This is an optimization exercise on Yosys and OpenROAD, whose aim is small area, not a production implementation. Where RTL was checked, it was by simulation tests only, not by an equivalence proof against the original. Power is estimated from default activity; no workload was simulated.

// agu_pipe_stage
module agu_pipe_stage
#(
  parameter int ADDR_W    = 64,
  parameter int NUM_CH    = 3,
  parameter int DISP_W    = 32,
  parameter int PAYLOAD_W = 256,
  parameter int DEPTH     = 2
) (
  input  logic                     clk,
  input  logic                     resetN,
  input  logic                     flushIn,
  input  logic                     inValid,
  output logic                     inReady,
  input  logic [PAYLOAD_W-1:0]     inPayload,
  input  logic [NUM_CH-1:0]        inMemAccess,
  input  logic [NUM_CH*ADDR_W-1:0] inBase,
  input  logic [NUM_CH*ADDR_W-1:0] inIndex,
  input  logic [NUM_CH-1:0]        inIndexValid,
  input  logic [NUM_CH*2-1:0]      inScale,
  input  logic [NUM_CH*DISP_W-1:0] inDisp,
  output logic                     outValid,
  input  logic                     outReady,
  output logic [PAYLOAD_W-1:0]     outPayload,
  output logic [NUM_CH-1:0]        outMemAccess,
  output logic [NUM_CH*ADDR_W-1:0] outAddr,
  output logic [NUM_CH-1:0]        outFault,
  output logic [31:0]              acceptedCount
);
==> module agu_pipe_stage, before the edit <==
module agu_pipe_stage
#(
  parameter int ADDR_W    = 64,
  parameter int NUM_CH    = 3,
  parameter int DISP_W    = 32,
  parameter int PAYLOAD_W = 256,
  parameter int DEPTH     = 2
) (
  input  logic                     clk,
  input  logic                     resetN,
  input  logic                     flushIn,
  input  logic                     inValid,
  output logic                     inReady,
  input  logic [PAYLOAD_W-1:0]     inPayload,
  input  logic [NUM_CH-1:0]        inMemAccess,
  input  logic [NUM_CH*ADDR_W-1:0] inBase,
  input  logic [NUM_CH*ADDR_W-1:0] inIndex,
  input  logic [NUM_CH-1:0]        inIndexValid,
  input  logic [NUM_CH*2-1:0]      inScale,
  input  logic [NUM_CH*DISP_W-1:0] inDisp,
  output logic                     outValid,
  input  logic                     outReady,
  output logic [PAYLOAD_W-1:0]     outPayload,
  output logic [NUM_CH-1:0]        outMemAccess,
  output logic [NUM_CH*ADDR_W-1:0] outAddr,
  output logic [NUM_CH-1:0]        outFault,
  output logic [31:0]              acceptedCount
);
  localparam int ENTRY_W = PAYLOAD_W + NUM_CH + NUM_CH*ADDR_W;
  localparam int MEM_LSB = NUM_CH*ADDR_W;
  logic [NUM_CH*ADDR_W-1:0] calc_sum;
  logic [ENTRY_W-1:0]       push_entry;
  logic [ENTRY_W-1:0]       head_q, sec_q, head_n_d;
  logic [1:0]  count_q;
  logic [31:0] acc_cnt_q;
  logic        rdy_en_q;
  logic        push, pop;
  for (genvar c = 0; c < NUM_CH; c++) begin : g_ch
    agu_addr_calc u_calc (
      .base_i        (inBase[c*ADDR_W +: ADDR_W]),
      .index_i       (inIndex[c*ADDR_W +: ADDR_W]),
      .index_valid_i (inIndexValid[c]),
      .scale_i       (inScale[c*2 +: 2]),
      .disp_i        (inDisp[c*DISP_W +: DISP_W]),
      .sum_o         (calc_sum[c*ADDR_W +: ADDR_W])
    );
  end
  assign push_entry = {inPayload, inMemAccess, calc_sum};
  assign inReady  = rdy_en_q & ~count_q[1];
  assign outValid = (count_q != 2'd0);
  assign push     = inValid & inReady & ~flushIn;
  assign pop      = outValid & outReady & ~flushIn;
  always_ff @(posedge clk or negedge resetN) begin
    if (!resetN) begin
      count_q  <= 2'd0;
      rdy_en_q <= 1'b0;
    end else begin
      rdy_en_q <= 1'b1;
      if (flushIn) begin
        count_q <= 2'd0;
      end else begin
        if (push & ~pop) count_q <= count_q + 2'd1;
        if (pop & ~push) count_q <= count_q - 2'd1;
      end
    end
  end
  logic        cnt_inc;
  logic [31:0] cnt_tog;
  assign cnt_inc = push & ~&acc_cnt_q;
  for (genvar i = 0; i < 32; i++) begin : g_cnt
    if (i == 0) assign cnt_tog[i] = cnt_inc;
    else        assign cnt_tog[i] = cnt_inc & (&acc_cnt_q[i-1:0]);
  end
  always_ff @(posedge clk or negedge resetN) begin
    if (!resetN) acc_cnt_q <= '0;
    else         acc_cnt_q <= acc_cnt_q ^ cnt_tog;
  end
  logic sec_ld, head_ld, head_shift, head_hold;
  assign sec_ld     = ~count_q[1];
  assign head_ld    = (count_q == 2'd0) | ((count_q == 2'd1) & pop);
  assign head_shift = count_q[1] & pop;
  assign head_hold  = ~head_ld & ~head_shift;
  logic [ENTRY_W-1:0] head_ld_v, head_shift_v, head_hold_v;
  assign head_hold_v = {ENTRY_W{head_hold}};
  assign head_ld_v[ENTRY_W-1:MEM_LSB]    = {(ENTRY_W-MEM_LSB){head_ld}};
  assign head_shift_v[ENTRY_W-1:MEM_LSB] = {(ENTRY_W-MEM_LSB){head_shift}};
  for (genvar c = 0; c < NUM_CH; c++) begin : g_sel
    assign head_ld_v[c*ADDR_W +: ADDR_W]    = {ADDR_W{head_ld & inMemAccess[c]}};
    assign head_shift_v[c*ADDR_W +: ADDR_W] = {ADDR_W{head_shift & sec_q[MEM_LSB + c]}};
  end
  agu_head_load_n #(.W(ENTRY_W)) u_head (
    .load_i (head_ld_v), .shift_i (head_shift_v), .hold_i (head_hold_v),
    .new_i (push_entry), .sec_i (sec_q), .cur_i (head_q), .next_n_o (head_n_d)
  );
  always_ff @(posedge clk) begin
    if (sec_ld) sec_q <= push_entry;
    head_q <= ~head_n_d;
  end
  assign outPayload   = head_q[ENTRY_W-1 -: PAYLOAD_W];
  assign outMemAccess = head_q[MEM_LSB +: NUM_CH];
  assign outAddr      = head_q[NUM_CH*ADDR_W-1:0];
  for (genvar c = 0; c < NUM_CH; c++) begin : g_fault
    logic [ADDR_W-1:CANON_MSB] upper;
    assign upper       = head_q[c*ADDR_W + CANON_MSB +: ADDR_W - CANON_MSB];
    assign outFault[c] = ~(&upper) & (|upper);
  end
  assign acceptedCount = acc_cnt_q;
endmodule
Settings: LEC_CHECK=0, CAP_MARGIN=20, CORE_AREA=2.3 2.72 351.7 351.28, CTS_CLUSTER_DIAMETER=150, CTS_CLUSTER_SIZE=24, DIE_AREA=0 0 354 354, SLEW_MARGIN=20, SYNTH_HIERARCHICAL=1; clock period 5.5 ns.
standard.sh (not shown) runs the stock make flow with config.mk's settings and CLKGATE_MAP_FILE= SYNTH_SCRIPT=/design/flow/synth_recipe.tcl, a recipe that flattens the netlist after the stock synthesis.
==> flow/flow/run.sh <==
#!/bin/bash
# Standard ORFS layout (the standard.sh, standard synthesis); the only change is the
# cell used to buffer the ports (buf_1 instead of the flow's default pick).
set -euo pipefail
bash standard.sh "BUFFER_PORTS_ARGS=-buffer_cell sky130_fd_sc_hd__buf_1" finish > standard_flow.log 2>&1
The starting point finished clean.
Rerun with:
--- a/flow/design.v
+++ b/flow/design.v
@@ -213,12 +213,24 @@
   assign p[63] = s[63] ^ c[63];
   assign g[63] = 1'b0;   
   agu_carry_net u_cn (.p_i(p[62:1]), .g_i(g[62:1]), .cy_o(cy));
   assign sum_o = {p[63:2] ^ cy, p[1:0]};
 endmodule
 import agu_pkg::*;
+module agu_sec_load
+#(
+  parameter int W = 1
+) (
+  input  logic [W-1:0] load_i,
+  input  logic [W-1:0] hold_i,
+  input  logic [W-1:0] new_i,
+  input  logic [W-1:0] cur_i,
+  output logic [W-1:0] next_o
+);
+  assign next_o = (load_i & new_i) | (hold_i & cur_i);
+endmodule
 module agu_head_load_n
 #(
   parameter int W = 1
 ) (
   input  logic [W-1:0] load_i,
   input  logic [W-1:0] shift_i,
@@ -259,13 +271,13 @@
   output logic [31:0]              acceptedCount
 );
   localparam int ENTRY_W = PAYLOAD_W + NUM_CH + NUM_CH*ADDR_W;
   localparam int MEM_LSB = NUM_CH*ADDR_W;
   logic [NUM_CH*ADDR_W-1:0] calc_sum;
   logic [ENTRY_W-1:0]       push_entry;
-  logic [ENTRY_W-1:0]       head_q, sec_q, head_n_d;
+  logic [ENTRY_W-1:0]       head_q, sec_q, head_n_d, sec_d;
   logic [1:0]  count_q;
   logic [31:0] acc_cnt_q;
   logic        rdy_en_q;
   logic        push, pop;
   for (genvar c = 0; c < NUM_CH; c++) begin : g_ch
     agu_addr_calc u_calc (
@@ -304,31 +316,39 @@
     else        assign cnt_tog[i] = cnt_inc & (&acc_cnt_q[i-1:0]);
   end
   always_ff @(posedge clk or negedge resetN) begin
     if (!resetN) acc_cnt_q <= '0;
     else         acc_cnt_q <= acc_cnt_q ^ cnt_tog;
   end
-  logic sec_ld, head_ld, head_shift, head_hold;
+  logic sec_ld, sec_hold, head_ld, head_shift, head_hold;
   assign sec_ld     = ~count_q[1];
+  assign sec_hold   = count_q[1];
   assign head_ld    = (count_q == 2'd0) | ((count_q == 2'd1) & pop);
   assign head_shift = count_q[1] & pop;
   assign head_hold  = ~head_ld & ~head_shift;
-  logic [ENTRY_W-1:0] head_ld_v, head_shift_v, head_hold_v;
+  logic [ENTRY_W-1:0] sec_ld_v, sec_hold_v, head_ld_v, head_shift_v, head_hold_v;
+  assign sec_hold_v  = {ENTRY_W{sec_hold}};
   assign head_hold_v = {ENTRY_W{head_hold}};
+  assign sec_ld_v[ENTRY_W-1:MEM_LSB]     = {(ENTRY_W-MEM_LSB){sec_ld}};
   assign head_ld_v[ENTRY_W-1:MEM_LSB]    = {(ENTRY_W-MEM_LSB){head_ld}};
   assign head_shift_v[ENTRY_W-1:MEM_LSB] = {(ENTRY_W-MEM_LSB){head_shift}};
   for (genvar c = 0; c < NUM_CH; c++) begin : g_sel
+    assign sec_ld_v[c*ADDR_W +: ADDR_W]     = {ADDR_W{sec_ld & inMemAccess[c]}};
     assign head_ld_v[c*ADDR_W +: ADDR_W]    = {ADDR_W{head_ld & inMemAccess[c]}};
     assign head_shift_v[c*ADDR_W +: ADDR_W] = {ADDR_W{head_shift & sec_q[MEM_LSB + c]}};
   end
+  agu_sec_load #(.W(ENTRY_W)) u_sec (
+    .load_i (sec_ld_v), .hold_i (sec_hold_v), .new_i (push_entry), .cur_i (sec_q),
+    .next_o (sec_d)
+  );
   agu_head_load_n #(.W(ENTRY_W)) u_head (
     .load_i (head_ld_v), .shift_i (head_shift_v), .hold_i (head_hold_v),
     .new_i (push_entry), .sec_i (sec_q), .cur_i (head_q), .next_n_o (head_n_d)
   );
   always_ff @(posedge clk) begin
-    if (sec_ld) sec_q <= push_entry;
+    sec_q  <= sec_d;
     head_q <= ~head_n_d;
   end
   assign outPayload   = head_q[ENTRY_W-1 -: PAYLOAD_W];
   assign outMemAccess = head_q[MEM_LSB +: NUM_CH];
   assign outAddr      = head_q[NUM_CH*ADDR_W-1:0];
   for (genvar c = 0; c < NUM_CH; c++) begin : g_fault
Effect: Routed wire length goes down by a few percent; via count increases by a few percent; clock skew grows by 0.020 ns; hold slack gets worse by 0.015 ns; maximum frequency came out lower slightly; power grows slightly; combinational power went up by roughly a tenth; clock power shrinks by a few percent; global-route usage falls by 1.4 points; non-clock buffer count drops by 40; count of clock-buffer cells in the layout shrinks by 25; cell count is higher by a few percent; first-iteration DRC count decreases by a few percent.
No functional check of the RTL was part of the first run of this note.

* * *

## old
agu_pipe_stage, a different RTL version from the one above (not shown whole).
For scale: roughly 4500 cells after synthesis, ~1200 I/O pins, about 49000 um^2 of cells after synthesis.
==> module agu_entry_load, before the edit <==
module agu_entry_load
#(
  parameter int W = 1
) (
  input  logic         load_i,
  input  logic         hold_i,
  input  logic [W-1:0] new_i,
  input  logic [W-1:0] cur_i,
  output logic [W-1:0] next_o
);
  assign next_o = ({W{load_i}} & new_i) | ({W{hold_i}} & cur_i);
endmodule
==> module agu_pipe_stage, before the edit <==
module agu_pipe_stage
#(
  parameter int ADDR_W    = 64,
  parameter int NUM_CH    = 3,
  parameter int DISP_W    = 32,
  parameter int PAYLOAD_W = 256,
  parameter int DEPTH     = 2
) (
  input  logic                     clk,
  input  logic                     resetN,
  input  logic                     flushIn,
  input  logic                     inValid,
  output logic                     inReady,
  input  logic [PAYLOAD_W-1:0]     inPayload,
  input  logic [NUM_CH-1:0]        inMemAccess,
  input  logic [NUM_CH*ADDR_W-1:0] inBase,
  input  logic [NUM_CH*ADDR_W-1:0] inIndex,
  input  logic [NUM_CH-1:0]        inIndexValid,
  input  logic [NUM_CH*2-1:0]      inScale,
  input  logic [NUM_CH*DISP_W-1:0] inDisp,
  output logic                     outValid,
  input  logic                     outReady,
  output logic [PAYLOAD_W-1:0]     outPayload,
  output logic [NUM_CH-1:0]        outMemAccess,
  output logic [NUM_CH*ADDR_W-1:0] outAddr,
  output logic [NUM_CH-1:0]        outFault,
  output logic [31:0]              acceptedCount
);
  localparam int ENTRY_W = PAYLOAD_W + NUM_CH + NUM_CH*ADDR_W;
  logic [NUM_CH*ADDR_W-1:0] calc_sum;
  logic [ENTRY_W-1:0]       push_entry;
  logic [ENTRY_W-1:0]       ent0_q, ent1_q;
  logic        wr_ptr_q, rd_ptr_q, rd_ptr_n_q;
  logic [1:0]  count_q;
  logic [31:0] acc_cnt_q;
  logic        rdy_en_q;
  logic        push, pop;
  for (genvar c = 0; c < NUM_CH; c++) begin : g_ch
    agu_addr_calc u_calc (
      .base_i        (inBase[c*ADDR_W +: ADDR_W]),
      .index_i       (inIndex[c*ADDR_W +: ADDR_W]),
      .index_valid_i (inIndexValid[c]),
      .scale_i       (inScale[c*2 +: 2]),
      .disp_i        (inDisp[c*DISP_W +: DISP_W]),
      .sum_o         (calc_sum[c*ADDR_W +: ADDR_W])
    );
  end
  assign push_entry = {inPayload, inMemAccess, calc_sum};
  assign inReady  = rdy_en_q & ~count_q[1];
  assign outValid = (count_q != 2'd0);
  assign push     = inValid & inReady & ~flushIn;
  assign pop      = outValid & outReady & ~flushIn;
  always_ff @(posedge clk or negedge resetN) begin
    if (!resetN) begin
      wr_ptr_q  <= 1'b0;
      rd_ptr_q  <= 1'b0;
      rd_ptr_n_q <= 1'b1;
      count_q   <= 2'd0;
      rdy_en_q  <= 1'b0;
    end else begin
      rdy_en_q <= 1'b1;
      if (flushIn) begin
        wr_ptr_q <= 1'b0;
        rd_ptr_q <= 1'b0;
        rd_ptr_n_q <= 1'b1;
        count_q  <= 2'd0;
      end else begin
        if (push) begin
          wr_ptr_q <= ~wr_ptr_q;
        end
        if (pop) begin
          rd_ptr_q   <= ~rd_ptr_q;
          rd_ptr_n_q <= ~rd_ptr_n_q;
        end
        if (push & ~pop) count_q <= count_q + 2'd1;
        if (pop & ~push) count_q <= count_q - 2'd1;
      end
    end
  end
  logic        cnt_inc;
  logic [31:0] cnt_tog;
  assign cnt_inc = push & ~&acc_cnt_q;
  for (genvar i = 0; i < 32; i++) begin : g_cnt
    if (i == 0) assign cnt_tog[i] = cnt_inc;
    else        assign cnt_tog[i] = cnt_inc & (&acc_cnt_q[i-1:0]);
  end
  always_ff @(posedge clk or negedge resetN) begin
    if (!resetN) acc_cnt_q <= '0;
    else         acc_cnt_q <= acc_cnt_q ^ cnt_tog;
  end
  logic               ld0, ld1, hold0, hold1;
  logic [ENTRY_W-1:0] ent0_d, ent1_d;
  assign ld0   = ~count_q[1] & ~wr_ptr_q;
  assign ld1   = ~count_q[1] &  wr_ptr_q;
  assign hold0 = ~ld0;
  assign hold1 = ~ld1;
  agu_entry_load #(.W(ENTRY_W)) u_ld0 (
    .load_i (ld0), .hold_i (hold0), .new_i (push_entry), .cur_i (ent0_q), .next_o (ent0_d)
  );
  agu_entry_load #(.W(ENTRY_W)) u_ld1 (
    .load_i (ld1), .hold_i (hold1), .new_i (push_entry), .cur_i (ent1_q), .next_o (ent1_d)
  );
  always_ff @(posedge clk) begin
    ent0_q <= ent0_d;
    ent1_q <= ent1_d;
  end
  logic [ENTRY_W-1:0]       head;
  logic [NUM_CH-1:0]        head_mem;
  assign head     = ({ENTRY_W{rd_ptr_n_q}} & ent0_q) | ({ENTRY_W{rd_ptr_q}} & ent1_q);
  assign head_mem = head[NUM_CH*ADDR_W +: NUM_CH];
  assign outPayload   = head[ENTRY_W-1 -: PAYLOAD_W];
  assign outMemAccess = head_mem;
  for (genvar c = 0; c < NUM_CH; c++) begin : g_out
    logic [ADDR_W-1:0]         a;
    logic [ADDR_W-1:CANON_MSB] upper;
    logic                      s0, s1;
    assign s0    = rd_ptr_n_q & ent0_q[NUM_CH*ADDR_W + c];
    assign s1    = rd_ptr_q   & ent1_q[NUM_CH*ADDR_W + c];
    assign a     = ({ADDR_W{s0}} & ent0_q[c*ADDR_W +: ADDR_W]) | ({ADDR_W{s1}} & ent1_q[c*ADDR_W +: ADDR_W]);
    assign upper = a[ADDR_W-1:CANON_MSB];
    assign outAddr[c*ADDR_W +: ADDR_W] = a;
    assign outFault[c] = ~(&upper) & (|upper);
  end
  assign acceptedCount = acc_cnt_q;
endmodule
clock: 5.5 ns
lec_check: 0
cap_margin: 20
core_margin: 2
core_utilization: 40
cts_cluster_diameter: 150
cts_cluster_size: 24
slew_margin: 20
synth_hierarchical: 1
Scripts as last shown in full above: flow/flow/run.sh
old: full flow OK, the timing, design-rule and antenna checks passed
For new, these inputs were changed with respect to old:
--- a/flow/design.v
+++ b/flow/design.v
@@ -215,20 +215,8 @@
   agu_carry_net u_cn (.p_i(p[62:1]), .g_i(g[62:1]), .cy_o(cy));
   assign sum_o = {p[63:2] ^ cy, p[1:0]};
 endmodule
 import agu_pkg::*;
-module agu_entry_load
-#(
-  parameter int W = 1
-) (
-  input  logic         load_i,
-  input  logic         hold_i,
-  input  logic [W-1:0] new_i,
-  input  logic [W-1:0] cur_i,
-  output logic [W-1:0] next_o
-);
-  assign next_o = ({W{load_i}} & new_i) | ({W{hold_i}} & cur_i);
-endmodule
 module agu_pipe_stage
 #(
   parameter int ADDR_W    = 64,
   parameter int NUM_CH    = 3,
@@ -317,23 +305,11 @@
   always_ff @(posedge clk or negedge resetN) begin
     if (!resetN) acc_cnt_q <= '0;
     else         acc_cnt_q <= acc_cnt_q ^ cnt_tog;
   end
-  logic               ld0, ld1, hold0, hold1;
-  logic [ENTRY_W-1:0] ent0_d, ent1_d;
-  assign ld0   = ~count_q[1] & ~wr_ptr_q;
-  assign ld1   = ~count_q[1] &  wr_ptr_q;
-  assign hold0 = ~ld0;
-  assign hold1 = ~ld1;
-  agu_entry_load #(.W(ENTRY_W)) u_ld0 (
-    .load_i (ld0), .hold_i (hold0), .new_i (push_entry), .cur_i (ent0_q), .next_o (ent0_d)
-  );
-  agu_entry_load #(.W(ENTRY_W)) u_ld1 (
-    .load_i (ld1), .hold_i (hold1), .new_i (push_entry), .cur_i (ent1_q), .next_o (ent1_d)
-  );
   always_ff @(posedge clk) begin
-    ent0_q <= ent0_d;
-    ent1_q <= ent1_d;
+    if (~count_q[1] & ~wr_ptr_q) ent0_q <= push_entry;
+    if (~count_q[1] &  wr_ptr_q) ent1_q <= push_entry;
   end
   logic [ENTRY_W-1:0]       head;
   logic [NUM_CH-1:0]        head_mem;
   assign head     = ({ENTRY_W{rd_ptr_n_q}} & ent0_q) | ({ENTRY_W{rd_ptr_q}} & ent1_q);
==> comparison <==
- Having completed the whole flow, new delivered a layout that passed the timing, design-rule and antenna checks.
- On sequential power, old and new are neck and neck.
- new against old: maximum fanout encountered on the critical timing path lost 20, worst hold slack after final layout has increased, area of the multi-input gates has decreased, time the final worst path needs with I/O delays and setup moved down.
- Worst setup slack for new: 19 ps up relative to old
- Compared to old, new has mean routed wirelength per cell about 10% higher.
- Comparing new with old, the XOR/XNOR share of the synthesized area came out essentially unchanged.
No functional check of the RTL was part of any run of this note.

## port drivers added, routing unchanged
No port has a modelled driver above. Below, the same layouts with a new extraction and two added sets of constraints.
Step 1 assumes that a clkbuf_16 drives the clock port and a buf_2 every other input.
Step 2 adds t to the input delays and takes it off the output delays; t is the mean of the earliest and latest rising clock arrival at the registers after step 1. Input paths then give back, and output paths get back, about the clock's delay inside the block.
Slacks: ideal ports / drivers / drivers and shift; pairs: ideal ports / drivers.
| run | t, ns | slack for setup (ns) | hold WS [ns] | worst register clock-pin slew, ns |
|---|---|---|---|---|
| the first run of note 1 | 0.732 | 0.313 / 0.350 / -0.382 | 0.469 / 0.469 / 0.469 | 0.11 / 0.11 |
| the second run of note 1 | 0.729 | 0.296 / 0.351 / -0.378 | 0.454 / 0.454 / 0.454 | 0.12 / 0.12 |
| old | 0.754 | 0.354 / 0.232 / -0.522 | 0.295 / 0.239 / 0.473 | 0.11 / 0.11 |
| new | 0.727 | 0.373 / 0.371 / -0.356 | 0.509 / 0.509 / 0.509 | 0.12 / 0.12 |
Met with ideal ports but missed after step 2: setup timing in every run listed. For old, which loses most, drivers alone change the setup slack by -0.122 ns; drivers and shift together by -0.876 ns.
